From an optimization exercise on the open Yosys and OpenROAD flow, aimed at small area, a short achievable clock period and few clock cycles per item; shortcuts taken in it are not production practice.
No run shown here included a check of the RTL's function; only the layout flow was run.

==> flow/design.v, too long to show whole: its modules and the start of the top module <==
// module vector_magnitude_offset: 4349 lines
module vector_magnitude_offset #(
    parameter int SAMPLE_WIDTH = 16
) (
    input  wire logic        clk,
    input  wire logic        rst_n,
    input  wire logic        pair_valid,
    output logic             pair_ready,
    input  wire logic [15:0] pair_x_value,
    input  wire logic [15:0] pair_y_value,
    input  wire logic        pair_last_in,
    output logic             result_valid,
    input  wire logic        result_ready,
    output logic [15:0]      result_magnitude,
    output logic             result_last_out
);
  // ...
==> flow/run.sh <==
#!/bin/bash
# synth_recipe.tcl (not shown) runs the flow's synth.tcl, then flattens the netlist and writes it again
# the make line also repeats each setting of config.mk as NAME=value (left out here)
make -C /OpenROAD-flow-scripts/flow DESIGN_CONFIG=/design/flow/config.mk WORK_HOME=/design/flow/orfs CLKGATE_MAP_FILE= SYNTH_SCRIPT=/design/flow/synth_recipe.tcl finish
==> flow/config.mk <==
export PLATFORM = sky130hd
export DESIGN_NAME = vector_magnitude_offset
export DESIGN_NICKNAME = vector_magnitude_offset
export VERILOG_FILES = /design/flow/design.v
export SDC_FILE = /design/flow/constraint.sdc
export NUM_CORES = 4
export LEC_CHECK = 0
export ABC_CLOCK_PERIOD_IN_PS = 3500
export CAP_MARGIN = 20
export CORE_MARGIN = 2
export CORE_UTILIZATION = 40
export PLACE_DENSITY = 0.6
export SETUP_SLACK_MARGIN = 3.5
export SLEW_MARGIN = 20
==> flow/constraint.sdc <==
create_clock -name core_clock -period 7.0 [get_ports {clk}]
set_input_delay 1.4000 -clock core_clock [delete_from_list [all_inputs] [get_ports {clk}]]
set_output_delay 1.4000 -clock core_clock [all_outputs]
set_load 0.01 [all_outputs]
==> flow_summary.ini, run 1 <==
[route]
drtPass1Iterations = 5
viasPerCell = 5.01

[cells_and_area]
fin_area_um2 = 32000
antenna_cells = 0
layout-drive-gt1-share_pct = 8.37
seq_cell_count = 385
largest_cell_class = multi-input gates
inverters = 303
clock_area_share_pct = 4.99

[floorplanning]
die_h_um = 270
core_um2 = 70000
die_x_um = 270

[critical_path]
crit_path_end = pair_ready
path_buf_inv = 2
slowest_delay_ps = 490
crit_chain = clkdlybuf4s50_1 > nand2b_4 > clkbuf_2

[synthesis]
yosysSeqAreaShare_pct = 40.7
netlist_top_cells_area = edfxtp_1 40%, fa_1 18%, ha_1 11%, inv_1 4.0%, xnor2_1 2.7%
ys_seq_elements = 385
synthXorXnorAreaFrac_pct = 4.27
ys.flop_type = edfxtp_1

[global_route]
use_met1_pct = 17.7
grt_pass1_vias = 18600
globalRouteMet2Util_pct = 26.5

[placement]
io_buffers = 55

[run_status]
status = complete, no violations

[clocking]
cts_hold_buf = 0

[worst_hold_path]
holdCritStartpoint = p2_n[9]
==> run 2: changes to the inputs <==
--- a/flow/design.v
+++ b/flow/design.v
@@ -1648,26 +1648,25 @@
 assign d1_6 = e1_6; assign d2_6 = e2_6; assign d3_6 = e3_6;
 assign g1_6 = ~d1_6[7];
 assign g2_6 = ~d2_6[7];
 assign g3_6 = ~d3_6[7];
 logic [4:0] r6; logic [3:0] q6;
 assign r6 = g3_6 ? d3_6[4:0] : g2_6 ? d2_6[4:0] : g1_6 ? d1_6[4:0] : sh6[4:0];
 assign q6 = {q7, {g2_6, g3_6 | (g1_6 & ~g2_6)}};
 logic [4:0] p3_r;
-logic [3:0] p3_q_n, p3_q;
+logic [3:0] p3_q;
 logic [23:0] p3_n;
 logic p3_last;
 always_ff @(posedge clk) if (adv) begin
     p3_r <= r6;
-    p3_q_n <= ~q6;
+    p3_q <= q6;
     p3_n <= p2_n[27:0][23:0];
     p3_last <= p2_last;
 end
-assign p3_q = ~p3_q_n;
 logic [8:0] sh5; logic [9:0] d1_5, d2_5, d3_5; logic g1_5, g2_5, g3_5;
 assign sh5 = {p3_r, p3_n[23:20]};
 logic [9:0] e1_5;
 logic [9:0] e1_5_p, e1_5_g;
 assign e1_5_p[0] = sh5[0] ^ 1'b0;
 assign e1_5_g[0] = sh5[0] & 1'b0;
 assign e1_5_p[1] = sh5[1] ^ 1'b1;
 assign e1_5_g[1] = sh5[1] & 1'b1;
@@ -1926,26 +1925,25 @@
 assign d1_5 = e1_5; assign d2_5 = e2_5; assign d3_5 = e3_5;
 assign g1_5 = ~d1_5[9];
 assign g2_5 = ~d2_5[9];
 assign g3_5 = ~d3_5[9];
 logic [6:0] r5; logic [5:0] q5;
 assign r5 = g3_5 ? d3_5[6:0] : g2_5 ? d2_5[6:0] : g1_5 ? d1_5[6:0] : sh5[6:0];
 assign q5 = {p3_q, {g2_5, g3_5 | (g1_5 & ~g2_5)}};
 logic [6:0] p4_r;
-logic [5:0] p4_q_n, p4_q;
+logic [5:0] p4_q;
 logic [19:0] p4_n;
 logic p4_last;
 always_ff @(posedge clk) if (adv) begin
     p4_r <= r5;
-    p4_q_n <= ~q5;
+    p4_q <= q5;
     p4_n <= p3_n[19:0];
     p4_last <= p3_last;
 end
-assign p4_q = ~p4_q_n;
 logic [10:0] sh4; logic [11:0] d1_4, d2_4, d3_4; logic g1_4, g2_4, g3_4;
 assign sh4 = {p4_r, p4_n[19:16]};
 logic [11:0] e1_4;
 logic [11:0] e1_4_p, e1_4_g;
 assign e1_4_p[0] = sh4[0] ^ 1'b0;
 assign e1_4_g[0] = sh4[0] & 1'b0;
 assign e1_4_p[1] = sh4[1] ^ 1'b1;
 assign e1_4_g[1] = sh4[1] & 1'b1;
@@ -2271,26 +2269,25 @@
 assign d1_4 = e1_4; assign d2_4 = e2_4; assign d3_4 = e3_4;
 assign g1_4 = ~d1_4[11];
 assign g2_4 = ~d2_4[11];
 assign g3_4 = ~d3_4[11];
 logic [8:0] r4; logic [7:0] q4;
 assign r4 = g3_4 ? d3_4[8:0] : g2_4 ? d2_4[8:0] : g1_4 ? d1_4[8:0] : sh4[8:0];
 assign q4 = {p4_q, {g2_4, g3_4 | (g1_4 & ~g2_4)}};
 logic [8:0] p5_r;
-logic [7:0] p5_q_n, p5_q;
+logic [7:0] p5_q;
 logic [15:0] p5_n;
 logic p5_last;
 always_ff @(posedge clk) if (adv) begin
     p5_r <= r4;
-    p5_q_n <= ~q4;
+    p5_q <= q4;
     p5_n <= p4_n[15:0];
     p5_last <= p4_last;
 end
-assign p5_q = ~p5_q_n;
 logic [12:0] sh3; logic [13:0] d1_3, d2_3, d3_3; logic g1_3, g2_3, g3_3;
 assign sh3 = {p5_r, p5_n[15:12]};
 logic [13:0] e1_3;
 logic [13:0] e1_3_p, e1_3_g;
 assign e1_3_p[0] = sh3[0] ^ 1'b0;
 assign e1_3_g[0] = sh3[0] & 1'b0;
 assign e1_3_p[1] = sh3[1] ^ 1'b1;
 assign e1_3_g[1] = sh3[1] & 1'b1;
@@ -2683,26 +2680,25 @@
 assign d1_3 = e1_3; assign d2_3 = e2_3; assign d3_3 = e3_3;
 assign g1_3 = ~d1_3[13];
 assign g2_3 = ~d2_3[13];
 assign g3_3 = ~d3_3[13];
 logic [10:0] r3; logic [9:0] q3;
 assign r3 = g3_3 ? d3_3[10:0] : g2_3 ? d2_3[10:0] : g1_3 ? d1_3[10:0] : sh3[10:0];
 assign q3 = {p5_q, {g2_3, g3_3 | (g1_3 & ~g2_3)}};
 logic [10:0] p6_r;
-logic [9:0] p6_q_n, p6_q;
+logic [9:0] p6_q;
 logic [11:0] p6_n;
 logic p6_last;
 always_ff @(posedge clk) if (adv) begin
     p6_r <= r3;
-    p6_q_n <= ~q3;
+    p6_q <= q3;
     p6_n <= p5_n[11:0];
     p6_last <= p5_last;
 end
-assign p6_q = ~p6_q_n;
 logic [14:0] sh2; logic [15:0] d1_2, d2_2, d3_2; logic g1_2, g2_2, g3_2;
 assign sh2 = {p6_r, p6_n[11:8]};
 logic [15:0] e1_2;
 logic [15:0] e1_2_p, e1_2_g;
 assign e1_2_p[0] = sh2[0] ^ 1'b0;
 assign e1_2_g[0] = sh2[0] & 1'b0;
 assign e1_2_p[1] = sh2[1] ^ 1'b1;
 assign e1_2_g[1] = sh2[1] & 1'b1;
@@ -3180,26 +3176,25 @@
 assign d1_2 = e1_2; assign d2_2 = e2_2; assign d3_2 = e3_2;
 assign g1_2 = ~d1_2[15];
 assign g2_2 = ~d2_2[15];
 assign g3_2 = ~d3_2[15];
 logic [12:0] r2; logic [11:0] q2;
 assign r2 = g3_2 ? d3_2[12:0] : g2_2 ? d2_2[12:0] : g1_2 ? d1_2[12:0] : sh2[12:0];
 assign q2 = {p6_q, {g2_2, g3_2 | (g1_2 & ~g2_2)}};
 logic [12:0] p7_r;
-logic [11:0] p7_q_n, p7_q;
+logic [11:0] p7_q;
 logic [7:0] p7_n;
 logic p7_last;
 always_ff @(posedge clk) if (adv) begin
     p7_r <= r2;
-    p7_q_n <= ~q2;
+    p7_q <= q2;
     p7_n <= p6_n[7:0];
     p7_last <= p6_last;
 end
-assign p7_q = ~p7_q_n;
 logic [16:0] sh1; logic [17:0] d1_1, d2_1, d3_1; logic g1_1, g2_1, g3_1;
 assign sh1 = {p7_r, p7_n[7:4]};
 logic [17:0] e1_1;
 logic [17:0] e1_1_p, e1_1_g;
 assign e1_1_p[0] = sh1[0] ^ 1'b0;
 assign e1_1_g[0] = sh1[0] & 1'b0;
 assign e1_1_p[1] = sh1[1] ^ 1'b1;
 assign e1_1_g[1] = sh1[1] & 1'b1;
@@ -3726,26 +3721,25 @@
 assign d1_1 = e1_1; assign d2_1 = e2_1; assign d3_1 = e3_1;
 assign g1_1 = ~d1_1[17];
 assign g2_1 = ~d2_1[17];
 assign g3_1 = ~d3_1[17];
 logic [14:0] r1; logic [13:0] q1;
 assign r1 = g3_1 ? d3_1[14:0] : g2_1 ? d2_1[14:0] : g1_1 ? d1_1[14:0] : sh1[14:0];
 assign q1 = {p7_q, {g2_1, g3_1 | (g1_1 & ~g2_1)}};
 logic [14:0] p8_r;
-logic [13:0] p8_q_n, p8_q;
+logic [13:0] p8_q;
 logic [3:0] p8_n;
 logic p8_last;
 always_ff @(posedge clk) if (adv) begin
     p8_r <= r1;
-    p8_q_n <= ~q1;
+    p8_q <= q1;
     p8_n <= p7_n[3:0];
     p8_last <= p7_last;
 end
-assign p8_q = ~p8_q_n;
 logic [18:0] sh0; logic [19:0] d1_0, d2_0, d3_0; logic g1_0, g2_0, g3_0;
 assign sh0 = {p8_r, p8_n[3:0]};
 logic [19:0] e1_0;
 logic [19:0] e1_0_p, e1_0_g;
 assign e1_0_p[0] = sh0[0] ^ 1'b0;
 assign e1_0_g[0] = sh0[0] & 1'b0;
 assign e1_0_p[1] = sh0[1] ^ 1'b1;
 assign e1_0_g[1] = sh0[1] & 1'b1;
--- a/flow/config.mk
+++ b/flow/config.mk
@@ -4,11 +4,12 @@
 export VERILOG_FILES = /design/flow/design.v
 export SDC_FILE = /design/flow/constraint.sdc
 export NUM_CORES = 4
 export LEC_CHECK = 0
 export ABC_CLOCK_PERIOD_IN_PS = 3500
 export CAP_MARGIN = 20
 export CORE_MARGIN = 2
 export CORE_UTILIZATION = 40
+export GPL_ROUTABILITY_DRIVEN = 0
 export PLACE_DENSITY = 0.6
 export SETUP_SLACK_MARGIN = 3.5
 export SLEW_MARGIN = 20
==> flow_summary.ini, run 2 <==
[clocking]
cts_buffers = 46
cts-root-buf = clkbuf_16
cts_sinks = 385
clk_path_buf_depth = 3
cts_htree_levels = 2
cts_tree = built
clk-insertion-delay-late_ps = 590
cts_hold_buf = 0
clkTransAtPathRegs_ps = 60

[global_route]
grt_max_degree = 84
grt_pass1_wl_um = 92000
grt_pass1_vias = 18800
grt_usage_pct = 15.1
grt-ovfl-total = 0
grt_antenna_before_repair = 1

[route]
viasPerCell = 5.01
wl_per_cell_um = 15.4
final_antenna_net_count = 0
vias = 17500
drtIter0Drc = 662
postRouteWirelength_um = 53900
drtPass1Iterations = 5
post-route-drc-count = 0

[run_status]
status = complete, no violations

[placement]
io_buffers = 55
hpwl_um = 40700

[floorplanning]
die_x_um = 271
io_pins = 56
std_cell_rows = 97
die_h_um = 271
core_um2 = 70300
dieArea_um2 = 73300
initial_utilization_pct = 40.5

[critical_path]
crit_path_max_fanout = 4
end_kind = flop
crit_arrival_ps = 3780
cp.required_ps = 7320
rrSetupSlack_ps = 3540
worstSetupStartpointType = flop
worstSetupPathType = reg -> reg

[worst_hold_path]
hp-class = reg -> reg

[timing]
worst_pin_slew_ps = 947
rsz0062_at_grt = true
period_share_pct = 49.4
hold_violations = 0
slew_violations = 0
max_freq_ghz = 0.289
slew_headroom_pct = 36.8
min_period_ps = 3460
setup_violations = 0
fin_skew_ps = 23.4
tns_ps = 0

[cells_and_area]
layout_common_cells = 375 x edfxtp_1, 331 x inv_1, 257 x ha_1, 255 x fa_1, 189 x nand2_1
layout_commonest_cell = edfxtp_1
nNetsFinal = 3067
layout-drive-gt1-share_pct = 7.56
largestRegisters = p2_n (32), p3_n (24), p4_n (20)
fillCellCount = 6294
area_growth_pct = 12.9
largest_reg_flops = 32
antenna_cells = 0
top_register = p2_n

[synthesis]
yosysTopAreaCellShare_pct = 39.6
yosysSeqAreaShare_pct = 40.5
yosysUniqueCellTypes = 80
synthesis.instances = 2418
synth_top_area_cell = edfxtp_1
synth_edf_count = 375
synth_nets = 2970
synth.most_common_cell = edfxtp_1
netlist_area_um2 = 28500
async_flop_share_pct = 2.60
synth.avg_cell_area_um2 = 11.8
netlist_top_cells_count = 375 x edfxtp_1, 338 x inv_1, 258 x ha_1
netlist_top_cells_area = edfxtp_1 40%, fa_1 18%, ha_1 11%, inv_1 4.5%, xnor2_1 3.0%
ys_seq_elements = 385
ys.flop_type = edfxtp_1
yosysWarnings = 1

[job]
drv_cap = 0
## run 2: cell type report
cell class	instances	area (um2)	share of cell area (%)
Clock buffer	52	1180	3.69
Clock inverter	34	503	1.57
Inverter	345	1290	4.03
Multi-Input combinational cell	1638	15600	48.5
Sequential cell	385	11500	35.8
Tap cell	940	1180	3.66
Timing Repair Buffer	99	886	2.76
## run 2: per-layer routing
metal | wire length, um | vias up | GRT usage (%)
met5 | 0 | - | 0
met4 | 1190 | 0 | 4.16
met3 | 1610 | 82 | 2.09
met2 | 27000 | 259 | 27.0
met1 | 24100 | 8670 | 19.1
li1 | - | 8487 | -
## run 2: cell families after synthesis
family                   after synthesis  share of synthesized area, %
AND/OR/NAND/NOR                      583                          10.2
flip-flops                           385                          40.5
XOR/XNOR                             135                          4.16
multiplexers                          48                          1.75
AO/OA/AOI/OAI                        356                          8.66
adder cells (fa/ha/maj)              515                          29.4
buffers and inverters                396                          5.31
## run 2: stage by stage
stage / area, um2 / cells / hold slack [ps] / util (%) / worst slack, ps
floorplan: 28500 / 2418 / 400 / - / 3070
global placement: 30100 / 3372 / 401 / 42.8 / 2640
detailed placement: 30100 / 3372 / 405 / 42.8 / 2600
CTS: 31900 / 3480 / 413 / 45.5 / 3490
global route: 32100 / 3493 / 419 / 45.7 / 3430
finish: 32100 / 3493 / 414 / 45.7 / 3540
## run 2: what timing repair did
action | CTS | global route
gates resized for setup | 18 | 25
buffers inserted | 21 | 13
pin swaps | 3 | 2
endpoints found under the setup margin | 204 | 123
gates cloned | 1 | 0
## run 2: path summary, 6_finish.rpt
path / start / end / cells after the start
min in group asynchronous: rst_n / out_v / 1
min: p5_n[9] / p6_n[9] / 0
min reg2reg: p5_n[9] / p6_n[9] / 0
max in group asynchronous: rst_n / v[5] / 1
max reg2reg: p0_a[1] / p1_m18_1 / 8
max: p0_a[1] / p1_m18_1 / 8
## run 2: worst max-delay path, cell delays in order (launching register included)
cell	delay [ps]
edfxtp_1	490
and2_1	210
fa_1	460
fa_1	560
inv_1	60
fa_1	490
inv_1	50
fa_1	410
fa_1	460

==> what the ideal ports hide <==
Ports are ideal in the flow. The routed layouts listed here were re-timed in OpenROAD.
Step 1, drivers: a clkbuf_16 drives clk and a buf_2 each remaining input, both assumed.
Step 2, shift: input delay + t, output delay - t, t = (earliest + latest rising clock arrival at the registers) / 2. This alone moves slack from input paths to output paths.
a / b / c = no drivers / after step 1 / after step 2; a / b = the first two.
run | t (ns) | setup slack, ns | worst data-port slew with drivers (ns) | pins driven straight from the clock port
run 1 | 0.633 | 3.392 / 3.339 / 3.187 | 0.05 | 1
run 2 | 0.635 | 3.540 / 3.540 / 3.109 | 0.04 | 1
After both steps every run listed still meets setup and hold. The setup slack of run 2, which loses most, moves by 0.000 ns with the drivers and by -0.431 ns with both steps.
